What follows belongs to an exercise in optimizing a design on an open flow for small area, a short achievable clock period and few clock cycles per item; a production flow would make more cautious choices. Function was checked by simulation only, so behaviour that the tests miss may differ from the original.

job 6354:
Design mac_accumulator, start of the top module:
module mac_accumulator #(
  parameter int WIDTH     = 25,
  parameter int ACC_WIDTH = 64
) (
  input  logic                 clk,
  input  logic                 rst,
  input  logic                 in_valid,
  output logic                 in_ready,
  input  logic [WIDTH-1:0]     in_a,
  input  logic [WIDTH-1:0]     in_x,
  input  logic                 in_last,
  output logic                 out_valid,
  input  logic                 out_ready,
  output logic [ACC_WIDTH-1:0] out_sum,
  output logic [15:0]          out_count,
  output logic                 out_ovf
);
clock: 12.0 ns
lec_check: 0
cap_margin: 20
core_margin: 2
core_utilization: 40
slew_margin: 20
synth_hierarchical: 1
synth_minimum_keep_size: 0
standard.sh (not shown) runs the stock make flow with config.mk's settings and CLKGATE_MAP_FILE= SYNTH_SCRIPT=/design/flow/synth_recipe.tcl, a recipe that flattens the netlist after the stock synthesis.
==> flow/flow/run.sh <==
#!/bin/bash
# The standard layout (standard.sh) with two changes: repair_timing aims for
# 8.3 ns of setup slack on the 12 ns clock (so the achieved period shrinks), and the
# port buffers that buffer_ports inserts use sky130_fd_sc_hd__buf_2.
set -euo pipefail
EXTRA='SETUP_SLACK_MARGIN=8.3 "BUFFER_PORTS_ARGS=-buffer_cell sky130_fd_sc_hd__buf_2"'
sed "s|^make -C |make $EXTRA -C |" standard.sh > standard_tuned.sh
bash standard_tuned.sh > flow_make.log 2>&1
Testbench counts of job 6354, summed over its fixed seeds: cycles 16,312, beats 16,288.
> inputs changed (job 6354 -> job 5340)
--- a/flow/flow/run.sh
+++ b/flow/flow/run.sh
@@ -3 +3 @@
-# 8.3 ns of setup slack on the 12 ns clock (so the achieved period shrinks), and the
+# 7.7 ns of setup slack on the 12 ns clock (so the achieved period shrinks), and the
@@ -6 +6 @@
-EXTRA='SETUP_SLACK_MARGIN=8.3 "BUFFER_PORTS_ARGS=-buffer_cell sky130_fd_sc_hd__buf_2"'
+EXTRA='SETUP_SLACK_MARGIN=7.7 "BUFFER_PORTS_ARGS=-buffer_cell sky130_fd_sc_hd__buf_2"'
## What came out
| total wire length | job 5340 vs job 6354 | better |. | required time at the endpoint of the critical path | job 6354 vs job 5340 | ≈ equal |. Delta (job 5340 minus job 6354): fraction of layout instances using a drive strength above 1 now sits lower, wire length of the first global-routing pass now sits lower. Measured against each other, job 5340 and job 6354 differ in number of global-route vias before repair, the lower figure coming from job 5340. Re detailed-route wire length on metal 1: job 6354 was higher than job 5340. Taking job 6354 as the reference, in job 5340 number of antenna violations at the first check in global routing down 2, critical path depth up 3. Going from job 6354 to job 5340, number of vias after detailed routing shrinks by 2.5%.
Here is what was changed in the inputs of job 8675 compared with job 5340.
--- a/flow/flow/run.sh
+++ b/flow/flow/run.sh
@@ -3 +3 @@
-# 7.7 ns of setup slack on the 12 ns clock (so the achieved period shrinks), and the
+# 8.7 ns of setup slack on the 12 ns clock (so the achieved period shrinks), and the
@@ -6 +6 @@
-EXTRA='SETUP_SLACK_MARGIN=7.7 "BUFFER_PORTS_ARGS=-buffer_cell sky130_fd_sc_hd__buf_2"'
+EXTRA='SETUP_SLACK_MARGIN=8.7 "BUFFER_PORTS_ARGS=-buffer_cell sky130_fd_sc_hd__buf_2"'
--- outcome ---
Job 8675 vs job 5340, cell area after placement went up by about 2.5%. Final cycle utilization of the critical path: job 8675 and job 5340 compared, higher one is job 5340. Measured against each other, job 8675 and job 5340 differ in clock-buffer cell count, the lower figure coming from job 8675. As of job 8675, vias per cell had risen slightly compared to job 5340. Compared with job 5340, job 8675 shows flip-flop and latch share of the layout cell area lower by 3.3 points. Worst-margin pin slew in job 8675 vs job 5340: down 360 ps. Cell with the largest stage delay on the worst path = sky130_fd_sc_hd__dfrtp_4: job 5340; cell with the largest stage delay on the worst path = sky130_fd_sc_hd__fa_2: job 8675. Comparing job 8675 and job 5340, the higher clock network area share is on job 5340.
The inputs of job 7049 differ from those of job 8675 as listed below.
--- a/flow/flow/run.sh
+++ b/flow/flow/run.sh
@@ -3 +3 @@
-# 8.7 ns of setup slack on the 12 ns clock (so the achieved period shrinks), and the
+# 8.3 ns of setup slack on the 12 ns clock (so the achieved period shrinks), and the
@@ -6 +6 @@
-EXTRA='SETUP_SLACK_MARGIN=8.7 "BUFFER_PORTS_ARGS=-buffer_cell sky130_fd_sc_hd__buf_2"'
+EXTRA='SETUP_SLACK_MARGIN=8.3 "BUFFER_PORTS_ARGS=-buffer_cell sky130_fd_sc_hd__buf_2"'
--- a/flow/config.mk
+++ b/flow/config.mk
@@ -10 +10 @@
-export CORE_UTILIZATION = 40
+export CORE_UTILIZATION = 55
Notes after the runs:
Summary: final standard cell area without fillers, job 7049 better than job 8675
Job 7049 ends up with higher path length in cells of the critical path than job 8675 does.
Post-cts repair resize count, job 7049 and job 8675: higher on job 8675
Here is what was changed in the inputs of job 9952 compared with job 7049.
--- a/flow/config.mk
+++ b/flow/config.mk
@@ -10 +10,3 @@
-export CORE_UTILIZATION = 55
+export CORE_UTILIZATION = 40
+export CTS_CLUSTER_DIAMETER = 120
+export CTS_CLUSTER_SIZE = 25
--- outcome ---
- When job 9952 is measured against job 7049, its post-synthesis to final-layout area growth turns out 3.5 points lower.
- Job 9952 has setup slack after layout above what job 7049 had.
- Job 7049 has a higher count of cell instances traversed by the critical path than job 9952.
- Job 9952: first-pass GRT wire length higher than job 7049
- Job 9952 ended up with s1_ps[29] as its timing endpoint of the critical path; job 7049 ended up with acc[59].

== job 1401 ==
mac_accumulator again, from the RTL that the note above started with.
clock: 12.0 ns
lec_check: 0
cap_margin: 20
core_margin: 2
core_utilization: 40
cts_cluster_diameter: 120
cts_cluster_size: 22
slew_margin: 20
synth_hierarchical: 1
synth_minimum_keep_size: 0
==> flow/flow/run.sh <==
#!/bin/bash
# The standard layout (standard.sh) with two changes: repair_timing aims for
# 8.3 ns of setup slack on the 12 ns clock (so the achieved period shrinks), and the
# port buffers that buffer_ports inserts use sky130_fd_sc_hd__buf_2.
set -euo pipefail
EXTRA='SETUP_SLACK_MARGIN=8.3 "BUFFER_PORTS_ARGS=-buffer_cell sky130_fd_sc_hd__buf_2"'
sed "s|^make -C |make $EXTRA -C |" standard.sh > standard_tuned.sh
bash standard_tuned.sh > flow_make.log 2>&1
Testbench counts of job 1401, summed over its fixed seeds: cycles 16,312, beats 16,288.
### job 1401 -> job 8748
- changing CTS_CLUSTER_SIZE from 22 to 25
==> flow/flow/run.sh <==
#!/bin/bash
# The standard layout (standard.sh) with two changes: repair_timing aims for
# 8.4 ns of setup slack on the 12 ns clock (so the achieved period shrinks), and the
# port buffers that buffer_ports inserts use sky130_fd_sc_hd__buf_2.
set -euo pipefail
EXTRA='SETUP_SLACK_MARGIN=8.4 "BUFFER_PORTS_ARGS=-buffer_cell sky130_fd_sc_hd__buf_2"'
sed "s|^make -C |make $EXTRA -C |" standard.sh > standard_tuned.sh
bash standard_tuned.sh > flow_make.log 2>&1
Notes after the runs:
From job 1401 to job 8748 the numbers moved as follows: met1 global-route usage went up by 0.84 points, maximum net fanout on the critical path went down by 13. From job 1401 to job 8748 the numbers moved as follows: number of vias per cell after detailed routing held, portion of the clock cycle consumed by the worst path in the final layout went down 0.23 points. Relative to job 1401, area of combinational cells with multiple inputs has increased by 2.6% in job 8748. The top metal layer carrying routed signals comes out met5 in one run and met4 in the other, namely in job 1401 and job 8748 respectively. Non-clock buffer count up 32% in job 8748 wrt job 1401. Largest incremental delay on the critical path across job 1401 and job 8748: no real change. Note that the aggregate routed wire length recorded for job 1401 amounts to 0.943 times the value seen in job 8748. Taking job 1401 as the reference, in job 8748 worst-case setup margin in the final layout grew by 28 ps; actual transition at the worst max-transition pin shrank by 130 ps; first-iteration DRC count shrank by 67.
[inputs] job 8271 vs job 8748
- CTS_CLUSTER_SIZE: 25 -> unset
- CTS_CLUSTER_DIAMETER: 120 -> unset
- PLACE_DENSITY: unset -> 0.75
==> flow/flow/run.sh <==
#!/bin/bash
# The standard layout (standard.sh) with two changes: repair_timing aims for
# 8.3 ns of setup slack on the 12 ns clock (so the achieved period shrinks), and the
# port buffers that buffer_ports inserts use sky130_fd_sc_hd__buf_2.
set -euo pipefail
EXTRA='SETUP_SLACK_MARGIN=8.3 "BUFFER_PORTS_ARGS=-buffer_cell sky130_fd_sc_hd__buf_2"'
sed "s|^make -C |make $EXTRA -C |" standard.sh > standard_tuned.sh
bash standard_tuned.sh > flow_make.log 2>&1
## What came out
Going from job 8748 to job 8271, the via count of the first global-routing pass was found to have gone up by 630. [compare] base=job 8748 new=job 8271: signed area change from the synthesized netlist to the final layout down 3.0 points; final critical path time including I/O delays and setup shows an increase of 87 ps. Taking job 8748 as the reference, in job 8271 clock buffer count saw an increase; inverter count saw little to no change; hold slack saw a decrease; transition time at the pin with the least slew margin saw an increase; sum of buffers and inverters on the critical path saw a decrease. Between job 8748 and job 8271, the flow reports detailed-routing wirelength on met1 decreasing by more than 10%. Measured against job 8748, the routed wire length of job 8271 comes out at 0.948 times the reference value.
Changes in job 5019 relative to job 8271:
- removing PLACE_DENSITY (formerly 0.75)
- setting CTS_CLUSTER_DIAMETER to 160 for the first time
- setting CTS_CLUSTER_SIZE to 25 for the first time
Findings:
[compare] base=job 8271 new=job 5019: fill cell instance count of the final layout rose 4.2%, initial antenna violation count fell 6, detailed-route vias per instance fell 3.5%.
Edits applied to the flow inputs when going from job 5019 to job 5594:
- CTS_CLUSTER_SIZE removed (was 25)
- CTS_CLUSTER_DIAMETER removed (was 160)
==> flow/flow/run.sh <==
#!/bin/bash
# The standard layout (standard.sh) with two changes: repair_timing aims for
# 8.0 ns of setup slack on the 12 ns clock (so the achieved period shrinks), and the
# port buffers that buffer_ports inserts use sky130_fd_sc_hd__buf_2.
set -euo pipefail
EXTRA='SETUP_SLACK_MARGIN=8.0 "BUFFER_PORTS_ARGS=-buffer_cell sky130_fd_sc_hd__buf_2"'
sed "s|^make -C |make $EXTRA -C |" standard.sh > standard_tuned.sh
bash standard_tuned.sh > flow_make.log 2>&1
Notes after the runs:
On highest achievable clock rate, job 5019 beats job 5594.
Job 5594: no failed stages, no open violations at the end
Delta(routability congestion estimate from global placement, job 5594 - job 5019) > 0
Job 5594: non-clock buffer count lower than job 5019

[static timing again, ports no longer ideal]
In the flow no input, the clock included, has a driving cell. The finished layouts below were timed again as built, in two steps.
Step 1: set_driving_cell puts a clkbuf_16 on clk and a buf_2 on each other input, an assumption about the parent block.
Step 2 adds t to the input delays and takes it off the output delays; t is the mean of the earliest and latest rising clock arrival at the registers after step 1. Input paths then give back, and output paths get back, about the clock's delay inside the block.
Slacks: no drivers / after step 1 / after step 2; pairs: no drivers / after step 1.
run | t, ns | setup slack, ns | worst data-port slew with drivers (ns)
job 6354 | 0.636 | 8.295 / 8.269 / 7.855 | 0.07
job 5340 | 0.609 | 7.927 / 7.927 / 7.685 | 0.06
job 8675 | 0.615 | 8.213 / 8.213 / 8.172 | 0.04
job 7049 | 0.615 | 8.279 / 8.274 / 7.898 | 0.05
job 9952 | 0.597 | 8.306 / 8.278 / 7.858 | 0.07
job 1401 | 0.607 | 8.294 / 8.283 / 7.857 | 0.07
job 8748 | 0.605 | 8.322 / 8.309 / 7.915 | 0.06
job 8271 | 0.607 | 8.235 / 8.235 / 7.899 | 0.07
job 5019 | 0.589 | 8.314 / 8.284 / 7.884 | 0.08
job 5594 | 0.611 | 8.068 / 8.068 / 7.728 | 0.05
After both steps every run listed still meets setup and hold. The setup slack of job 9952, which loses most, moves by -0.028 ns with the drivers and by -0.448 ns with both steps.
